From an optimization exercise on the open Yosys and OpenROAD flow, aimed at small area and a short achievable clock period; shortcuts taken in it are not production practice.
At most, simulation tests tie the RTL to the original design; equivalence was not proved.
The RTL of run 4 was laid out without a check of its function.
Power is estimated from default activity; no workload was simulated.

**run.sh**
```bash
#!/bin/bash
# synth_recipe.tcl (not shown) runs the flow's synth.tcl, then flattens the netlist and writes it again
# the make line also repeats each setting of config.mk as NAME=value (left out here)
make -C /OpenROAD-flow-scripts/flow DESIGN_CONFIG=/design/flow/config.mk WORK_HOME=/design/flow/orfs CLKGATE_MAP_FILE= SYNTH_SCRIPT=/design/flow/synth_recipe.tcl finish
```
**constraint.sdc**
```tcl
create_clock -name core_clock -period 6.5 [get_ports {clk}]
set_input_delay 1.3000 -clock core_clock [delete_from_list [all_inputs] [get_ports {clk}]]
set_output_delay 1.3000 -clock core_clock [all_outputs]
set_load 0.01 [all_outputs]
```
**config.mk**
```make
export PLATFORM = sky130hd
export DESIGN_NAME = mem_responder
export DESIGN_NICKNAME = mem_responder
export VERILOG_FILES = /design/flow/design.v
export SDC_FILE = /design/flow/constraint.sdc
export NUM_CORES = 4
export LEC_CHECK = 0
export CAP_MARGIN = 20
export CORE_MARGIN = 2
export CORE_UTILIZATION = 40
export CTS_BUF_LIST = sky130_fd_sc_hd__clkbuf_8
export CTS_CLUSTER_DIAMETER = 60
export CTS_CLUSTER_SIZE = 16
export SETUP_SLACK_MARGIN = 3.5
export SLEW_MARGIN = 20
```
**design.v**
```verilog
package mem_responder_pkg;
  localparam int DEFAULT_AW = 8;
  localparam int DEFAULT_DW = 8;
  localparam int DEFAULT_RK = 8;
  typedef enum logic {
    ST_LOAD = 1'b0,
    ST_RUN  = 1'b1
  } state_e;
endpackage
module ram_sp_async #(
  parameter int AW = 8,
  parameter int DW = 8,
  parameter int RK = 6
) (
  input  logic          clk,
  input  logic          i_we,
  input  logic [AW-1:0] i_waddr,
  input  logic [DW-1:0] i_wdata,
  input  logic          i_rzero,
  input  logic          i_rnew,
  input  logic [AW-1:0] i_raddr,
  input  logic [AW-1:0] i_raddr_n,
  output logic [DW-1:0] o_rdata
);
  localparam int NC = 2**(AW-RK);
  logic [DW-1:0] r_mem [2**AW];
  logic          r_pw_we;
  logic [AW-1:0] r_pw_addr;
  logic [DW-1:0] r_pw_data;
  logic [DW-1:0] r_cand [NC];
  logic [DW-1:0] w_cand [NC];
  logic          w_hit_pw;
  logic          w_hit_pw0;
  logic          w_hit_now;
  logic [NC-1:0] r_psel;
  logic [AW-1:0] w_raddr_next;
  logic [DW-1:0] w_rdata;
  always_ff @(posedge clk) begin
    r_pw_we   <= i_we;
    r_pw_addr <= i_waddr;
    r_pw_data <= i_wdata;
  end
  localparam int HW = AW / 2;
  logic [2**HW-1:0]      r_pw_lo;
  logic [2**(AW-HW)-1:0] r_pw_hi;
  always_ff @(posedge clk) begin
    for (int i = 0; i < 2**HW; i++) begin
      r_pw_lo[i] <= i_we && (i_waddr[HW-1:0] == HW'(i));
    end
    for (int i = 0; i < 2**(AW-HW); i++) begin
      r_pw_hi[i] <= (i_waddr[AW-1:HW] == (AW-HW)'(i));
    end
  end
  logic [2**AW-1:0] w_bwe;
  always_comb begin
    for (int a = 0; a < 2**AW; a++) begin
      w_bwe[a] = r_pw_hi[a >> HW] && r_pw_lo[a % (2**HW)];
    end
  end
  always_ff @(posedge clk) begin
    for (int a = 0; a < 2**AW; a++) begin
      if (w_bwe[a]) begin
        r_mem[a] <= r_pw_data;
      end
    end
  end
  logic [DW*(2**AW)-1:0] w_lvl [RK+1];
  always_comb begin
    for (int a = 0; a < 2**AW; a++) begin
      w_lvl[0][a*DW +: DW] = r_mem[a];
    end
    for (int l = 0; l < RK; l++) begin
      w_lvl[l+1] = '0;
      for (int i = 0; i < 2**(AW-l-1); i++) begin
        w_lvl[l+1][i*DW +: DW] = i_raddr_n[l] ? w_lvl[l][(2*i+1)*DW +: DW]
                                              : w_lvl[l][(2*i)*DW +: DW];
      end
    end
  end
  assign w_hit_pw  = r_pw_we && (r_pw_addr[RK-1:0] == i_raddr_n[RK-1:0]);
  assign w_hit_pw0 = r_pw_we && (r_pw_addr[RK-1:0] == '0);
  assign w_hit_now = i_we && (i_waddr[RK-1:0] == (i_rnew ? i_raddr_n[RK-1:0] : i_raddr[RK-1:0]));
  always_comb begin
    for (int j = 0; j < NC; j++) begin
      if (w_hit_now && ((int'(i_waddr) >> RK) == j)) begin
        w_cand[j] = i_wdata;
      end else if (i_rzero) begin
        if (w_hit_pw0 && ((int'(r_pw_addr) >> RK) == j)) begin
          w_cand[j] = r_pw_data;
        end else begin
          w_cand[j] = r_mem[j << RK];
        end
      end else if (!i_rnew) begin
        w_cand[j] = r_cand[j];
      end else if (w_hit_pw && ((int'(r_pw_addr) >> RK) == j)) begin
        w_cand[j] = r_pw_data;
      end else begin
        w_cand[j] = w_lvl[RK][j*DW +: DW];
      end
    end
  end
  always_ff @(posedge clk) begin
    for (int j = 0; j < NC; j++) begin
      r_cand[j] <= w_cand[j];
    end
  end
  assign w_raddr_next = i_rzero ? '0 : (i_rnew ? i_raddr_n : i_raddr);
  always_ff @(posedge clk) begin
    for (int j = 0; j < NC; j++) begin
      r_psel[j] <= ((int'(w_raddr_next) >> RK) == j);
    end
  end
  always_comb begin
    w_rdata = '0;
    for (int j = 0; j < NC; j++) begin
      w_rdata = w_rdata | (r_cand[j] & {DW{r_psel[j]}});
    end
  end
  assign o_rdata = w_rdata;
endmodule
module mem_responder #(
  parameter int AW = mem_responder_pkg::DEFAULT_AW,
  parameter int DW = mem_responder_pkg::DEFAULT_DW
) (
  input  logic          clk,
  input  logic          rst,
  input  logic [DW-1:0] bus_in,
  input  logic          AR_load,
  input  logic          memory_WE,
  output logic [DW-1:0] mem_out,
  input  logic          ld_valid,
  input  logic [DW-1:0] ld_data,
  input  logic          ld_last,
  output logic          ld_ready,
  input  logic          ld_restart,
  output logic          cpu_hold,
  output logic [AW-1:0] dev_ptr
);
  mem_responder_pkg::state_e r_state;
  mem_responder_pkg::state_e w_state_next;
  logic [AW-1:0] r_ptr;
  logic [AW-1:0] w_ptr_next;
  logic [AW-1:0] r_ar;
  logic [AW-1:0] w_ar_next;
  logic          w_we;
  logic [AW-1:0] w_waddr;
  logic [DW-1:0] w_wdata;
  logic          w_ar_new;
  logic [AW-1:0] w_raddr_new;
  logic          w_load;
  assign w_load = (r_state == mem_responder_pkg::ST_LOAD);
  always_ff @(posedge clk) begin
    if (!rst) begin
      r_state <= mem_responder_pkg::ST_LOAD;
      r_ptr   <= '0;
      r_ar    <= '0;
    end else begin
      r_state <= w_state_next;
      r_ptr   <= w_ptr_next;
      r_ar    <= w_ar_next;
    end
  end
  assign w_waddr = w_load ? r_ptr : r_ar;
  assign w_wdata = w_load ? ld_data : bus_in;
  assign w_we    = rst && !ld_restart && (w_load ? ld_valid : memory_WE);
  assign w_ar_new  = !w_load && !ld_restart && AR_load;
  assign w_ar_next = w_ar_new ? AW'(bus_in) : r_ar;
  always_comb begin
    w_state_next = r_state;
    w_ptr_next   = r_ptr;
    if (ld_restart) begin
      w_state_next = mem_responder_pkg::ST_LOAD;
      w_ptr_next   = '0;
    end else if (w_load && ld_valid) begin
      w_ptr_next = r_ptr + 1'b1;
      if (ld_last || (r_ptr == '1)) begin
        w_state_next = mem_responder_pkg::ST_RUN;
      end
    end
  end
  assign w_raddr_new = AW'(bus_in);
  ram_sp_async #(
    .AW(AW),
    .DW(DW),
    .RK(mem_responder_pkg::DEFAULT_RK)
  ) u_ram (
    .clk       (clk),
    .i_we      (w_we),
    .i_waddr   (w_waddr),
    .i_wdata   (w_wdata),
    .i_rzero   (!rst),
    .i_rnew    (w_ar_new),
    .i_raddr   (r_ar),
    .i_raddr_n (w_raddr_new),
    .o_rdata   (mem_out)
  );
  assign ld_ready = w_load;
  assign cpu_hold = w_load;
  assign dev_ptr  = r_ptr;
endmodule
```
==> flow_summary_export.csv, run 1 <==
group,metric,value,unit
placement,place_worst_setup_slack,1.285,ns
clocking,cts.root.buffer_cell,"clkbuf_8",
timing,max_freq,0.3101,GHz
power,seqPwrFrac,62.8,%
synth,synthArstFlopShare,0,%
timing,timing.final.max_slew_violations,0,
timing,timing.slew.headroom,21.44,%
synth,synthFlopType,"edfxtp_1",
power,p_int,18.43,mW
synth,postSynthNetCount,4143,
floorplan,ios,41,
floorplan,initial_utilization,40.13,%
run,maxCapViolCount,0,
synth,count_of_cell_types_in_the_netlist,80,
timing,finalSetupViolations,0,
synth,postSynthAreaPerCell,20.38,um^2
synth,largest_area_contributor_in_the_netlist,"edfxtp_1",
synth,netlist_top_cells_area,"edfxtp_1 (74%), mux4_2 (9.7%), mux2i_1 (2.6%)",
power,power_frac_clock,30.6,%
final_layout,final_net_count,4277,
setup_path,setup.worst_path.start_class,"primary input",
final_layout,syn_to_final_growth,9.668,%
timing,fin_worst_hold_slack,0.5344,ns
synth,yosysSeqAreaShare,75.14,%
floorplan,core,209200,um^2
timing,min_period,3.225,ns
grt,grt_antenna_before_repair,19,
power,ir_drop,0.1569,mV
synth,netlist.area_leader.share,73.56,%
timing,fin_worst_skew,0.07829,ns
final_layout,multiInputGateArea,19510,um^2
placement,half_perimeter_wire_length_of_the_detailed_placement_result,153300,um
clocking,cts_made_buffers,165,
setup_path,required,7.18,ns
final_layout,seqCellArea,63120,um^2
synth,synth-edff-count,2056,
routing,drc,0,
final_layout,final.fill_count,17840,
grt,global_route_wire_length_before_repair,348900,um
routing,remaining_antenna_violation_count,0,
setup_path,crit_arrival,3.91,ns
timing,finalCritPeriodShare,49.62,%
grt,pin_count_of_the_biggest_net_entering_global_routing,207,
clocking,tritoncts_clock_tree,"built",
timing,final_hold_viol_count,0,
timing,fin_setup_tns,0,ns
routing,initialDrtViolationCount,6504,
timing,grt_setup_unrepaired,"true",
synth,yosys_reg_bits,2122,
worst_hold_path,min_path_type,"reg -> reg",
synth,synth_area,83930,um^2
placement,io_buffer_count,40,
floorplan,die_area,213500,um^2
floorplan,placement_rows,168,
grt,first_global_vias,42500,
routing,detail_route.vias_per_cell,6.103,
power,powerDensity,262.2,nW/um^2
placement,gp_routability_congestion,0.9550,
synth,synthCells,4119,
status,run_status,"no timing/DRC/antenna violations",
routing,via_count,43940,
clocking,cts.sinks,2122,
routing,drt-wirelength-per-cell,35.50,um
power,switching_share,23.64,%
power,p_comb_share,6.6,%
floorplan,floorplan.die.width,462.1,um
final_layout,layout-drive-gt1-share,21.44,%
power,p_total,24.13,mW
grt,global_route.usage.total,23.57,%
floorplan,die_height,462.1,um
clocking,cts_hold_buffers,0,
clocking,cts.reportedPaths.clkPinSlew,0.11,ns
clocking,clock_tree.htree_level_count,4,
setup_path,critical_path_class,"in -> reg",
clocking,clk_path_buf_depth,3,
setup_path,setup.worst_path.end_class,"flop",
setup_path,crit_fanout,28,
routing,dr.pass1.iters,6,
grt,total_global_routing_overflow,0,
synth,synthesis.yosys.warnings,6,
power,p_sw,5.706,mW
timing,timing_worst_slew_pin_value,1.177,ns
clocking,clock_insertion_delay_worst_skew,0.97,ns
timing,timing.final.ws_setup,3.275,ns
routing,drt-total-wl,255500,um
power,total_leakage_power,29.04,nW
## synthesized netlist by cell type, drive strengths merged (12+ instances only)
library cell,n
edfxtp,2056
mux4,427
and2,270
mux2i,219
buf,159
nand2,102
nor2,91
clkbuf,85
a22oi,76
dfxtp,66
a21oi,54
o22ai,50
nand3,41
mux2,38
o21ai,37
a211oi,35
nor3,29
o221ai,25
a221oi,22
xor2,21
nor2b,19
a31oi,18
nor4,18
nand4,15
nand2b,12
## flip-flops by register name, summed over array words and instances, names as in the netlist
signal / cells
u_ram.r_pw_we: 1
u_ram.r_pw_lo: 16
u_ram.r_pw_addr: 8
u_ram.r_cand: 8
r_ar: 8
r_ptr: 8
u_ram.r_pw_hi: 16
r_state: 1
u_ram.r_pw_data: 8
u_ram.r_mem: 2048
## timing repair
item	in CTS	in global routing
gates cloned	12	8
resized for setup	191	64
pin swaps	6	5
buffers inserted	40	2
endpoints found under the setup margin	34	18
## cells by family after synthesis
| family | after synthesis | share of synthesized area (%) |
|---|---|---|
| xor+xnor | 28 | 0.2922 |
| buf+inv | 258 | 2.273 |
| compound gates | 385 | 3.263 |
| flops | 2122 | 75.14 |
| mux | 684 | 14.87 |
| fa+ha+maj | 1 | 0.01491 |
| simple gates | 641 | 4.147 |
## cell usage in the layout (no fill, tap or decap), types with 17 or more instances in the layout
cell      synthesis  routed
diode_2           0      28
and2_1          268     266
inv_1            11      59
nand2_1         102      97
nor2_1           91      85
edfxtp_1       2056    2056
o221ai_1         24      22
buf_4            15     105
clkbuf_8          6     169
nor3_1           29      24
mux4_1           65      60
a211oi_1         35      25
mux2_2           38      37
mux2i_1         219     216
buf_6            36      21
o21ai_0          34      25
xor2_1           21      21
nand3_1          41      38
a22oi_1          76      72
dfxtp_1          66      48
mux4_2          362     367
o22ai_1          50      47
a21oi_1          54      50
a31oi_1          18      17
## stage by stage
step,cells,cell area (um^2),utilization (%)
final,7199,92040,44.01
after detailed placement,6828,87090,41.64
after global routing,7177,91990,43.98
after global placement,6827,87060,41.63
after CTS,7160,91450,43.72
after floorplan,4119,83980,-
## worst paths after layout
path	start	to	slack [ns]	cells after the start
setup / recovery	bus_in[1]	u_ram.r_cand[0][6]	3.27	8
hold / removal	r_ptr[7]	r_state	0.53	2
setup reg to reg	u_ram.r_pw_data[7]	u_ram.r_cand[0][7]	3.68	5
hold reg to reg	r_ptr[7]	r_state	0.53	2
## worst max-delay path, cell delays in order
cell	delay, ns
buf_16	0.18
buf_12	0.23
nor2_2	0.92
a22oi_1	0.22
a21oi_1	0.52
nor4_2	0.16
nand4_1	0.17
a41oi_1	0.14
## routing by layer
metal | global-route usage, % | vias up | part of all wire, %
met5 | 0 | - | 0.017
met1 | 31.86 | 23470 | 39
met3 | 5.494 | 519 | 10
met4 | 11.04 | 8 | 5.0
met2 | 36.24 | 2692 | 46
li1 | - | 17250 | -
## layout make-up
class,count,share of cell area (%)
timing repair buffer,208,2.775
multi-input combinational,1742,21.19
clock inverter,111,0.9543
tap,2805,3.813
clock buffer,169,2.527
antenna,28,0.07613
sequential,2122,68.58
inverter,14,0.08292
## power by group through the flow
| stage | combinational, mW | sequential, mW | clock [mW] |
|---|---|---|---|
| detailed placement | 1.43 | 15.5 | 0 |
| floorplan | 0.744 | 15.5 | 0 |
| global route | 1.63 | 15.2 | 7.97 |
| global placement | 1.41 | 15.5 | 0 |
| CTS | 1.52 | 15.2 | 7.51 |
| finish | 1.59 | 15.2 | 7.39 |
==> inputs of run 2 (changes only) <==
--- a/config.mk
+++ b/config.mk
@@ -12,4 +12,4 @@
 export CTS_CLUSTER_DIAMETER = 60
 export CTS_CLUSTER_SIZE = 16
-export SETUP_SLACK_MARGIN = 3.5
+export SETUP_SLACK_MARGIN = 3.7
 export SLEW_MARGIN = 20
==> flow_summary_export.csv, run 2 <==
group,metric,value,unit
status,run_status,"no timing/DRC/antenna violations",
placement,gp_routability_congestion,0.9550,
timing,finalCritPeriodShare,49.23,%
routing,drt-wirelength-per-cell,35.54,um
final_layout,layout-drive-gt1-share,24.47,%
setup_path,reg2reg_to,"u_ram.r_cand[0][3]",
routing,top_layer,"met5",
setup_path,setup.worst_path.end_class,"flop",
final_layout,largest-register,"u_ram.r_mem",
final_layout,syn_to_final_growth,11.46,%
floorplan,floorplan.die.width,462.1,um
grt,global_route_wire_length_before_repair,353900,um
synth,synthesis.yosys.warnings,6,
timing,timing_worst_slew_pin_value,1.124,ns
timing,fin_worst_skew,0.07824,ns
setup_path,setup.worst_path.start_class,"primary input",
setup_path,timing.critical_path.mode_cell,"buf_16",
routing,drc,0,
routing,dr.pass1.iters,6,
routing,initialDrtViolationCount,6673,
synth,synth-edff-count,2056,
timing,min_period,3.200,ns
synth,synth_area,83930,um^2
placement,io_buffer_count,40,
power,powerDensity,259.3,nW/um^2
routing,remaining_antenna_violation_count,0,
timing,timing.slew.headroom,25.04,%
setup_path,critical_path_class,"in -> reg",
grt,global_route.usage.total,23.97,%
floorplan,ios,41,
setup_path,worstSetupStartpoint,"bus_in[2]",
clocking,clock_insertion_delay_worst_skew,0.98,ns
final_layout,largestRegisters,"u_ram.r_mem x2048, u_ram.r_pw_hi x16, u_ram.r_pw_lo x16",
clocking,cts.reportedPaths.clkPinSlew,0.10,ns
worst_hold_path,hold_start,"r_ar[1]",
synth,netlist.area_leader.share,73.56,%
synth,synth_commonest_cells,"edfxtp_1 (2056), mux4_2 (362), and2_1 (268)",
final_layout,largest_register_ff_count,2048,
setup_path,critical-path-slowest-cell,"or4_1",
synth,count_of_cell_types_in_the_netlist,80,
final_layout,layout.cells.most_common,"edfxtp_1",
setup_path,reg2reg_slack,3.75,ns
floorplan,placement_rows,168,
power,ir_drop,0.1536,mV
timing,max_freq,0.3125,GHz
placement,dpl-instance-area,87090,um^2
final_layout,final.fill_count,17710,
grt,first_global_vias,42940,
routing,met2_length,119000,um
routing,dr_wl_met3,25680,um
run,maxCapViolCount,0,
synth,postSynthNetCount,4143,
clocking,clock_tree.htree_level_count,4,
synth,yosys_reg_bits,2122,
timing,timing.final.max_slew_violations,0,
setup_path,required,7.30,ns
grt,total_global_routing_overflow,0,
synth,synthCells,4119,
timing,fin_worst_hold_slack,0.5924,ns
synth,yosysSeqAreaShare,75.14,%
placement,post-place-cells,6828,
setup_path,crit_arrival,4.00,ns
setup_path,reg2reg_depth,5,
clocking,cts_made_buffers,165,
routing,via_count,44450,
timing,fin_setup_tns,0,ns
clocking,tritoncts_clock_tree,"built",
routing,detail_route.vias_per_cell,6.107,
clocking,clk_path_buf_depth,3,
setup_path,slowest_delay,0.61,ns
final_layout,finalCoreUtilization,44.73,%
final_layout,final_area,93540,um^2
worst_hold_path,min_path_type,"reg -> reg",
final_layout,final_net_count,4354,
placement,half_perimeter_wire_length_of_the_detailed_placement_result,153300,um
setup_path,crit_fanout,20,
power,total_leakage_power,29.68,nW
floorplan,core,209200,um^2
setup_path,timing.critical_path.cells,"buf_16 > buf_16 > nand2_8 > buf_6 > o221ai_1 > a21oi_1 > a21oi_2 > nand4_1 > or4_1 > a31oi_1",
timing,final_hold_viol_count,0,
setup_path,setup.worst_path.end,"u_ram.r_cand[0][5]",
floorplan,initial_utilization,40.13,%
synth,dominant_cell_by_count_in_the_synthesized_netlist,"edfxtp_1",
synth,largest_area_contributor_in_the_netlist,"edfxtp_1",
synth,synthArstFlopShare,0,%
clocking,cts_hold_buffers,0,
synth,synthFlopType,"edfxtp_1",
floorplan,die_height,462.1,um
clocking,cts.root.buffer_cell,"clkbuf_8",
final_layout,final-instance-count-excl-fill,7279,
synth,postSynthAreaPerCell,20.38,um^2
routing,drt-total-wl,258700,um
timing,grt_setup_unrepaired,"true",
floorplan,die_area,213500,um^2
grt,pin_count_of_the_biggest_net_entering_global_routing,207,
grt,grt_antenna_before_repair,20,
clocking,cts.sinks,2122,
timing,finalSetupViolations,0,
synth,netlist_top_cells_area,"edfxtp_1 (74%), mux4_2 (9.7%), mux2i_1 (2.6%)",
routing,detail_route.wirelength.met1,99740,um
final_layout,most-common-layout-cells,"edfxtp_1 (2056), mux4_2 (373), and2_1 (266), mux2i_1 (211), clkbuf_8 (169)",
setup_path,reg2reg_from,"u_ram.r_pw_data[3]",
run 2: cell families (layout without fill, tap and decap cells):
kind of cell | count (synthesis) | after routing | synth area share (%)
AOI/OAI and AO/OA | 385 | 385 | 3.263
xor gates and xnor gates | 28 | 28 | 0.2922
adders and majority gates | 1 | 1 | 0.01491
buffers and inverters | 258 | 579 | 2.273
DFF | 2122 | 2122 | 75.14
muxes | 684 | 684 | 14.87
other | 0 | 31 | 0
and+or+nand+nor | 641 | 644 | 4.147
run 2: worst max-delay path, delay by kind of cell:
kind	cells	cell delay [ns]
buf+inv	3	0.69
simple gates	3	1.14
compound gates	4	0.76
run 2: layout make-up:
| class | instances | area (um^2) | share of cell area [%] |
|---|---|---|---|
| Antenna cell | 31 | 77.57 | 0.08293 |
| Clock buffer | 169 | 2326 | 2.486 |
| Clock inverter | 111 | 878.3 | 0.9390 |
| Inverter | 14 | 85.08 | 0.09095 |
| Multi-Input combinational cell | 1742 | 19880 | 21.25 |
| Sequential cell | 2122 | 63120 | 67.48 |
| Tap cell | 2805 | 3510 | 3.752 |
| Timing Repair Buffer | 285 | 3662 | 3.915 |
run 2: per-layer routing:
layer / vias up / global-route usage [%]
li1: 17390 / -
met3: 532 / 5.403
met2: 2834 / 36.44
met4: 6 / 12.57
met5: - / 0
met1: 23690 / 32.34
run 2: power by group:
part	internal, mW	switching [mW]
registers	15.1	0.0949
logic	0.609	1.10
clock network	2.84	4.55
total	18.5	5.75
run 2: through the flow:
step           power [mW]  worst slack, ns
4_1_cts             24.29            3.323
3_5_place_dp        16.90            1.285
3_3_place_gp        16.88            1.102
6_report            24.25            3.300
5_1_grt             24.87            3.385
2_1_floorplan       16.28            3.070
run 2: repair_timing:
item / CTS / global route
gates resized for setup: 346 / 74
setup buffers: 71 / 39
pin swaps: 22 / 21
setup endpoints to repair: 34 / 30
cloned: 25 / 3
run 2: how the worst min path moves through the flow:
stage / to / cells after the start / slack (ns)
after floorplan: r_ar[3] / 2 / 0.54
after global placement: r_ptr[2] / 2 / 0.54
after detailed placement: r_ptr[2] / 2 / 0.55
after CTS: r_ar[1] / 2 / 0.59
after global routing: r_ar[1] / 2 / 0.62
final: r_ar[1] / 2 / 0.59
==> inputs of run 3 (changes only) <==
--- a/config.mk
+++ b/config.mk
@@ -12,4 +12,4 @@
 export CTS_CLUSTER_DIAMETER = 60
 export CTS_CLUSTER_SIZE = 16
-export SETUP_SLACK_MARGIN = 3.7
+export SETUP_SLACK_MARGIN = 3.9
 export SLEW_MARGIN = 20
==> flow_summary_export.csv, run 3 <==
group,metric,value,unit
status,run_status,"no timing/DRC/antenna violations",
setup_path,reg2reg_depth,8,
placement,gp_routability_congestion,0.9111,
synth,synthArstFlopShare,0,%
synth,postSynthNetCount,4143,
synth,largest_area_contributor_in_the_netlist,"edfxtp_1",
routing,detail_route.vias_per_cell,6.136,
grt,first_global_vias,42720,
synth,netlist.area_leader.share,73.56,%
clocking,clock_tree.htree_level_count,4,
setup_path,worstSetupStartpoint,"bus_in[0]",
synth,dominant_cell_by_count_in_the_synthesized_netlist,"edfxtp_1",
grt,global_route.usage.total,24.28,%
final_layout,largest-register,"u_ram.r_mem",
synth,count_of_cell_types_in_the_netlist,80,
synth,yosys_reg_bits,2122,
final_layout,most-common-layout-cells,"edfxtp_1 (2056), mux4_2 (373), and2_1 (266), mux2i_1 (216), clkbuf_8 (168)",
clocking,tritoncts_clock_tree,"built",
timing,finalCritPeriodShare,49.73,%
timing,timing.final.max_slew_violations,0,
setup_path,reg2reg_from,"r_ar[1]",
final_layout,layout.cells.most_common,"edfxtp_1",
run,maxCapViolCount,0,
setup_path,reg2reg_to,"u_ram.r_cand[0][5]",
synth,synthesis.yosys.warnings,6,
power,p_total,24.21,mW
final_layout,final_net_count,4389,
floorplan,die_height,462.1,um
routing,dr.pass1.iters,5,
grt,grt_antenna_before_repair,29,
clocking,cts.sinks,2122,
final_layout,syn_to_final_growth,12.26,%
routing,drc,0,
setup_path,setup.worst_path.start_class,"primary input",
final_layout,largest_register_ff_count,2048,
timing,max_freq,0.3094,GHz
worst_hold_path,min_path_type,"reg -> reg",
placement,half_perimeter_wire_length_of_the_detailed_placement_result,156200,um
grt,pin_count_of_the_biggest_net_entering_global_routing,203,
power,ir_drop,0.1563,mV
setup_path,reg2reg_slack,3.74,ns
timing,timing_worst_slew_pin_value,1.193,ns
routing,remaining_antenna_violation_count,0,
grt,global_route_wire_length_before_repair,355800,um
floorplan,placement_rows,168,
synth,synthCells,4119,
routing,drt-total-wl,262000,um
clocking,cts_made_buffers,164,
timing,grt_setup_unrepaired,"true",
synth,synthFlopType,"edfxtp_1",
clocking,cts.root.buffer_cell,"clkbuf_8",
synth,synth-edff-count,2056,
timing,final_hold_viol_count,0,
synth,synth_commonest_cells,"edfxtp_1 (2056), mux4_2 (362), and2_1 (268)",
timing,fin_setup_tns,0,ns
placement,io_buffer_count,40,
routing,via_count,44890,
floorplan,floorplan.die.width,462.1,um
floorplan,ios,41,
clocking,clk_path_buf_depth,3,
routing,initialDrtViolationCount,6792,
clocking,clock_insertion_delay_worst_skew,1.02,ns
timing,finalSetupViolations,0,
grt,total_global_routing_overflow,0,
clocking,cts.reportedPaths.clkPinSlew,0.10,ns
routing,drt-wirelength-per-cell,35.81,um
setup_path,setup.worst_path.end,"u_ram.r_cand[0][4]",
power,total_leakage_power,29.98,nW
synth,yosysSeqAreaShare,75.14,%
synth,netlist_top_cells_area,"edfxtp_1 (74%), mux4_2 (9.7%), mux2i_1 (2.6%)",
final_layout,largestRegisters,"u_ram.r_mem x2048, u_ram.r_pw_hi x16, u_ram.r_pw_lo x16",
setup_path,crit_fanout,13,
synth,postSynthAreaPerCell,20.38,um^2
synth,synth_area,83930,um^2
floorplan,die_area,213500,um^2
timing,min_period,3.232,ns
setup_path,critical_path_class,"in -> reg",
timing,timing.slew.headroom,20.48,%
final_layout,layout-drive-gt1-share,25.48,%
floorplan,initial_utilization,40.13,%
setup_path,crit_arrival,3.93,ns
setup_path,required,7.19,ns
floorplan,core,209200,um^2
setup_path,setup.worst_path.end_class,"flop",
power,powerDensity,257.0,nW/um^2
timing,fin_worst_skew,0.1103,ns
[run 3: cell counts after synthesis]
Identical to the previous run, type by type.
[run 3: cell type report]
| type | instances | area [um^2] |
|---|---|---|
| tap | 2805 | 3510 |
| multi-input combinational | 1739 | 20040 |
| antenna | 40 | 100.1 |
| clock buffer | 168 | 2312 |
| inverter | 14 | 83.83 |
| sequential | 2122 | 63120 |
| timing repair buffer | 324 | 4235 |
| clock inverter | 104 | 809.5 |
| fill | 17590 | 114900 |
[run 3: critical path: stages]
cell and delay, ns:
buf_16 0.12, buf_12 0.15, buf_16 0.15, buf_12 0.17, mux4_1 0.57, a22oi_1 0.26, nand3_4 0.15, o31a_1 0.26
nand4_1 0.34, o2111ai_1 0.18, o21a_1 0.21
[run 3: cells by family (layout without fill, tap and decap cells)]
| group | after synthesis | count (layout) | share of synthesized area, % |
|---|---|---|---|
| buffers and inverters | 258 | 610 | 2.273 |
| flip-flops | 2122 | 2122 | 75.14 |
| XOR/XNOR | 28 | 28 | 0.2922 |
| AND/OR/NAND/NOR | 641 | 641 | 4.147 |
| other | 0 | 40 | 0 |
| AO/OA/AOI/OAI | 385 | 385 | 3.263 |
| multiplexers | 684 | 684 | 14.87 |
| adder cells (fa/ha/maj) | 1 | 1 | 0.01491 |
[run 3: per-stage QoR]
| stage | area [um^2] | setup slack, ns | hold WS (ns) | std cells | util (%) |
|---|---|---|---|---|---|
| floorplan | 83990 | 3.070 | 0.5363 | 4119 | - |
| global placement | 87230 | 1.290 | 0.5627 | 6842 | 41.71 |
| detailed placement | 87230 | 1.223 | 0.5708 | 6842 | 41.71 |
| CTS | 93320 | 3.337 | 0.5804 | 7241 | 44.62 |
| global route | 94140 | 3.367 | 0.6254 | 7285 | 45.01 |
| finish | 94210 | 3.268 | 0.5884 | 7316 | 45.05 |
[run 3: how the worst min path moves through the flow]
stage	startpoint	to	slack, ns	cells after the start
after floorplan	r_ar[3]	r_ar[3]	0.54	2
after global placement	r_ar[7]	r_ar[7]	0.56	2
after detailed placement	r_ar[7]	r_ar[7]	0.57	2
after CTS	r_ar[7]	r_ar[7]	0.58	2
after global routing	r_ar[7]	r_ar[7]	0.63	2
final	r_ar[7]	r_ar[7]	0.59	2
[run 3: timing repair]
action / 4_1_cts / 5_1_grt
hold buffers: 0 / 0
endpoints found under the setup margin: 39 / 43
pin swaps: 39 / 34
resized for setup: 373 / 101
buffers inserted: 100 / 32
cloned: 27 / 3
[run 3: metal layers]
layer,global-route usage (%),share of wire [%],wire (um)
met5,0,0.010,27
met3,6.115,11,28710
met1,32.74,38,99140
met2,36.58,46,120200
met4,12.38,5.3,13930
[run 3: power breakdown]
part           total [mW]  switching [mW]  internal, mW  leakage, nW
Sequential           15.2           0.101          15.1         19.0
Combinational        1.77            1.12         0.649         9.19
Clock                7.28            4.51          2.77         1.76
Total                24.2            5.73          18.5         30.0
==> inputs of run 4 (changes only) <==
--- a/design.v
+++ b/design.v
@@ -2,5 +2,5 @@
   localparam int DEFAULT_AW = 8;
   localparam int DEFAULT_DW = 8;
-  localparam int DEFAULT_RK = 8;
+  localparam int DEFAULT_RK = 6;
   typedef enum logic {
     ST_LOAD = 1'b0,
@@ -41,19 +41,8 @@
     r_pw_data <= i_wdata;
   end
-  localparam int HW = AW / 2;
-  logic [2**HW-1:0]      r_pw_lo;
-  logic [2**(AW-HW)-1:0] r_pw_hi;
-  always_ff @(posedge clk) begin
-    for (int i = 0; i < 2**HW; i++) begin
-      r_pw_lo[i] <= i_we && (i_waddr[HW-1:0] == HW'(i));
-    end
-    for (int i = 0; i < 2**(AW-HW); i++) begin
-      r_pw_hi[i] <= (i_waddr[AW-1:HW] == (AW-HW)'(i));
-    end
-  end
   logic [2**AW-1:0] w_bwe;
   always_comb begin
     for (int a = 0; a < 2**AW; a++) begin
-      w_bwe[a] = r_pw_hi[a >> HW] && r_pw_lo[a % (2**HW)];
+      w_bwe[a] = r_pw_we && (r_pw_addr == AW'(a));
     end
   end
@@ -65,14 +54,23 @@
     end
   end
-  logic [DW*(2**AW)-1:0] w_lvl [RK+1];
+  localparam int NL = RK / 2;
+  logic [3:0]            w_q   [NL];
+  logic [DW*(2**AW)-1:0] w_lvl [NL+1];
   always_comb begin
+    for (int t = 0; t < NL; t++) begin
+      for (int k = 0; k < 4; k++) begin
+        w_q[t][k] = (i_raddr_n[2*t +: 2] == 2'(k));
+      end
+    end
     for (int a = 0; a < 2**AW; a++) begin
       w_lvl[0][a*DW +: DW] = r_mem[a];
     end
-    for (int l = 0; l < RK; l++) begin
-      w_lvl[l+1] = '0;
-      for (int i = 0; i < 2**(AW-l-1); i++) begin
-        w_lvl[l+1][i*DW +: DW] = i_raddr_n[l] ? w_lvl[l][(2*i+1)*DW +: DW]
-                                              : w_lvl[l][(2*i)*DW +: DW];
+    for (int t = 0; t < NL; t++) begin
+      w_lvl[t+1] = '0;
+      for (int i = 0; i < 2**(AW-2*t-2); i++) begin
+        for (int k = 0; k < 4; k++) begin
+          w_lvl[t+1][i*DW +: DW] = w_lvl[t+1][i*DW +: DW]
+                                 | (w_lvl[t][(4*i+k)*DW +: DW] & {DW{w_q[t][k]}});
+        end
       end
     end
@@ -96,5 +94,5 @@
         w_cand[j] = r_pw_data;
       end else begin
-        w_cand[j] = w_lvl[RK][j*DW +: DW];
+        w_cand[j] = w_lvl[NL][j*DW +: DW];
       end
     end
--- a/config.mk
+++ b/config.mk
@@ -10,6 +10,4 @@
 export CORE_UTILIZATION = 40
 export CTS_BUF_LIST = sky130_fd_sc_hd__clkbuf_8
-export CTS_CLUSTER_DIAMETER = 60
-export CTS_CLUSTER_SIZE = 16
-export SETUP_SLACK_MARGIN = 3.9
+export SETUP_SLACK_MARGIN = 3.6
 export SLEW_MARGIN = 20
==> flow_summary_export.csv, run 4 <==
group,metric,value,unit
synth,yosysSeqAreaShare,75.36,%
clocking,cts_made_buffers,355,
timing,timing.final.max_slew_violations,0,
timing,finalSetupViolations,0,
synth,synthesis.yosys.warnings,7,
placement,half_perimeter_wire_length_of_the_detailed_placement_result,146200,um
grt,grt_antenna_before_repair,6,
synth,synthArstFlopShare,0,%
routing,remaining_antenna_violation_count,0,
timing,grt_setup_unrepaired,"true",
floorplan,ios,41,
final_layout,layout.cells.most_common,"edfxtp_1",
floorplan,placement_rows,168,
routing,dr.pass1.iters,6,
clocking,cts.sinks,2118,
timing,finalCritPeriodShare,54.90,%
power,seqPwrFrac,55.0,%
synth,synth-edff-count,2080,
synth,largest_area_contributor_in_the_netlist,"edfxtp_1",
grt,gr-max-usage-layer,"met2",
timing,max_freq,0.2802,GHz
timing,min_period,3.569,ns
power,total_leakage_power,31.99,nW
timing,fin_setup_tns,0,ns
setup_path,reg2reg_slack,3.35,ns
power,p_comb_share,6.6,%
power,power_frac_clock,38.4,%
placement,place_worst_setup_slack,1.283,ns
synth,postSynthNetCount,4419,
clocking,clock_insertion_delay_worst_skew,1.07,ns
placement,post-place-cells,7079,
synth,synth_commonest_cells,"edfxtp_1 (2080), mux2i_1 (404), nor2_1 (319)",
setup_path,setup.worst_path.start_class,"flop",
final_layout,most-common-layout-cells,"edfxtp_1 (2080), mux2i_1 (388), clkbuf_8 (363), mux4_2 (317), buf_4 (183)",
clocking,cts.reportedPaths.clkPinSlew,0.06,ns
setup_path,required,5.20,ns
setup_path,reg2reg_from,"u_ram.r_pw_addr[5]",
grt,global_route.usage.total,23.28,%
worst_hold_path,whs_endpoint,"r_ar[1]",
timing,timing_worst_slew_pin_value,1.136,ns
final_layout,syn_to_final_growth,17.75,%
run,maxCapViolCount,0,
power,switching_share,23.31,%
grt,gr-usage-met3,5.409,%
setup_path,setup.worst_path.end_class,"primary output",
power,p_sw,6.425,mW
setup_path,reg2reg_to,"u_ram.r_mem[228][3]",
floorplan,die_height,462.0,um
routing,via_count,46610,
synth,postSynthAreaPerCell,19.09,um^2
clocking,tritoncts_clock_tree,"built",
floorplan,core,208900,um^2
power,ir_drop,0.2277,mV
final_layout,largestRegisters,"u_ram.r_mem x2048, u_ram.r_cand x32",
final_layout,finalCoreUtilization,47.28,%
routing,drt-wirelength-per-cell,32.36,um
clocking,clk_path_buf_depth,4,
final_layout,final_net_count,4824,
placement,io_buffer_count,40,
routing,initialDrtViolationCount,6335,
clocking,clock_tree.htree_level_count,5,
worst_hold_path,min_path_type,"reg -> reg",
grt,total_global_routing_overflow,0,
power,p_total,27.57,mW
worst_hold_path,worst_hold_path_cell_count,2,
timing,timing.final.ws_setup,2.932,ns
timing,final_hold_viol_count,0,
setup_path,crit_arrival,2.27,ns
setup_path,critical_path_class,"reg -> out",
status,run_status,"no timing/DRC/antenna violations",
synth,synthFlopType,"edfxtp_1",
grt,grt_util_met1,30.73,%
final_layout,final.fill_count,17340,
placement,gp_routability_congestion,0.9562,
routing,drc,0,
clocking,cts.root.buffer_cell,"clkbuf_8",
timing,fin_worst_skew,0.08303,ns
floorplan,initial_utilization,40.15,%
synth,dominant_cell_by_count_in_the_synthesized_netlist,"edfxtp_1",
synth,netlist.area_leader.share,74.45,%
final_layout,largest-register,"u_ram.r_mem",
grt,grt.met2_usage,36.35,%
floorplan,floorplan.die.width,462.0,um
power,p_int,21.14,mW
power,powerDensity,279.1,nW/um^2
synth,yosys_reg_bits,2118,
setup_path,crit_fanout,1,
final_layout,final-instance-count-excl-fill,7863,
synth,netlist_top_cells_area,"edfxtp_1 (74%), mux4_2 (8.4%), mux2i_1 (4.8%)",
synth,count_of_cell_types_in_the_netlist,73,
synth,synthCells,4395,
floorplan,die_area,213400,um^2
routing,drt-total-wl,254400,um
final_layout,layout-drive-gt1-share,30.90,%
final_layout,largest_register_ff_count,2048,
grt,pin_count_of_the_biggest_net_entering_global_routing,211,
setup_path,reg2reg_depth,3,
synth,synth_area,83900,um^2
timing,timing.slew.headroom,24.30,%
grt,global_route_wire_length_before_repair,350100,um
grt,first_global_vias,45630,
routing,detail_route.vias_per_cell,5.928,
worst_hold_path,hold_start,"r_ar[1]",
## run 4: changes by cell type in the layout (fill, tap and decap cells not counted), sizes merged, moves of 90 or more
cell and change:
a21oi +90, clkinv +92, and2 -264, mux2i +187
clkbuf +205, nor2 +228, mux4 -106, a22oi +108
## run 4: layout make-up
class | instances | area, um^2 | area share (%)
Antenna cell | 9 | 22.52 | 0.02280
Inverter | 16 | 63.81 | 0.06459
Tap cell | 2805 | 3510 | 3.553
Clock buffer | 363 | 4996 | 5.057
Sequential cell | 2118 | 63290 | 64.07
Clock inverter | 243 | 1134 | 1.147
Timing Repair Buffer | 329 | 4182 | 4.233
Multi-Input combinational cell | 1980 | 21590 | 21.85
## run 4: layer usage
layer | vias to the layer above | part of all wire, %
met5 | - | 0.0063
met4 | 2 | 4.8
met3 | 551 | 9.7
met2 | 2666 | 47
met1 | 24480 | 38
li1 | 18910 | -
## run 4: logic make-up (layout without fill, tap and decap cells)
| logic type | count (synthesis) | after routing | share of synthesized area (%) |
|---|---|---|---|
| buffers and inverters | 300 | 951 | 1.905 |
| multiplexers | 742 | 742 | 13.72 |
| AND/OR/NAND/NOR | 589 | 592 | 3.227 |
| XOR/XNOR | 15 | 15 | 0.1566 |
| AO/OA/AOI/OAI | 630 | 630 | 5.617 |
| adder cells (fa/ha/maj) | 1 | 1 | 0.01491 |
| flip-flops | 2118 | 2118 | 75.36 |
| other | 0 | 9 | 0 |
## run 4: critical path, cell delays in order (launching register included)
cell and delay (ns):
edfxtp_1 0.47, a22oi_2 0.41, nand2_4 0.16, buf_6 0.16
## run 4: worst max path at each step
stage,from,end,slack [ns],cells after the start
2_1_floorplan,bus_in[0],u_ram.r_cand[0][5],3.04,9
3_3_place_gp,bus_in[0],u_ram.r_cand[0][6],1.01,8
3_5_place_dp,bus_in[0],u_ram.r_cand[3][6],1.28,7
4_1_cts,u_ram.r_cand[2][5],mem_out[5],2.91,3
5_1_grt,u_ram.r_cand[2][5],mem_out[5],2.96,3
6_report,u_ram.r_cand[2][5],mem_out[5],2.93,3
## run 4: through the flow
stage                     cell area, um^2  hold slack, ns
after floorplan                     84420          0.4629
after global placement              87630          0.4752
after detailed placement            87650          0.4933
after CTS                           96680          0.5024
after global routing                98770          0.5324
final                               98790          0.5086
## run 4: power by group through the flow
stage / Clock (mW) / Sequential, mW / Combinational, mW
CTS: 10.7 / 15.2 / 1.66
global route: 11.3 / 15.2 / 1.87
finish: 10.6 / 15.2 / 1.81
global placement: 0 / 15.5 / 1.46
detailed placement: 0 / 15.5 / 1.48
floorplan: 0 / 15.5 / 0.797
## run 4: repair_timing
item,in CTS,in global routing
buffers inserted,63,73
setup endpoints to repair,2042,1452
hold buffers,0,0
cloned,21,12
gates resized for setup,546,221
pin swaps,34,34

==> separate check: timing with driven ports <==
Ports are ideal in the flow. The routed layouts listed here were re-timed in OpenROAD. Step 1: set_driving_cell puts a clkbuf_16 on clk and a buf_2 on each other input, an assumption about the parent block. Step 2, shift: input delay + t, output delay - t, t = (earliest + latest rising clock arrival at the registers) / 2. This alone moves slack from input paths to output paths. a / b / c = ideal / step 1 / step 2; a / b = the first two.
run	t (ns)	setup slack, ns	worst setup path at the end	latest minus earliest clock arrival (ns)	worst data-port slew with drivers (ns)
run 1	1.024	3.275 / 3.119 / 2.095	input to register	0.082 / 0.083	0.37
run 2	1.024	3.300 / 3.082 / 2.058	input to register	0.087 / 0.088	0.40
run 3	1.040	3.268 / 3.023 / 1.983	input to register	0.117 / 0.117	0.36
run 4	1.114	2.932 / 2.853 / 1.924	input to register	0.105 / 0.104	0.57
After both steps setup and hold are still met in every run listed. For run 3, which loses most, drivers alone change the setup slack by -0.245 ns; drivers and shift together by -1.285 ns.
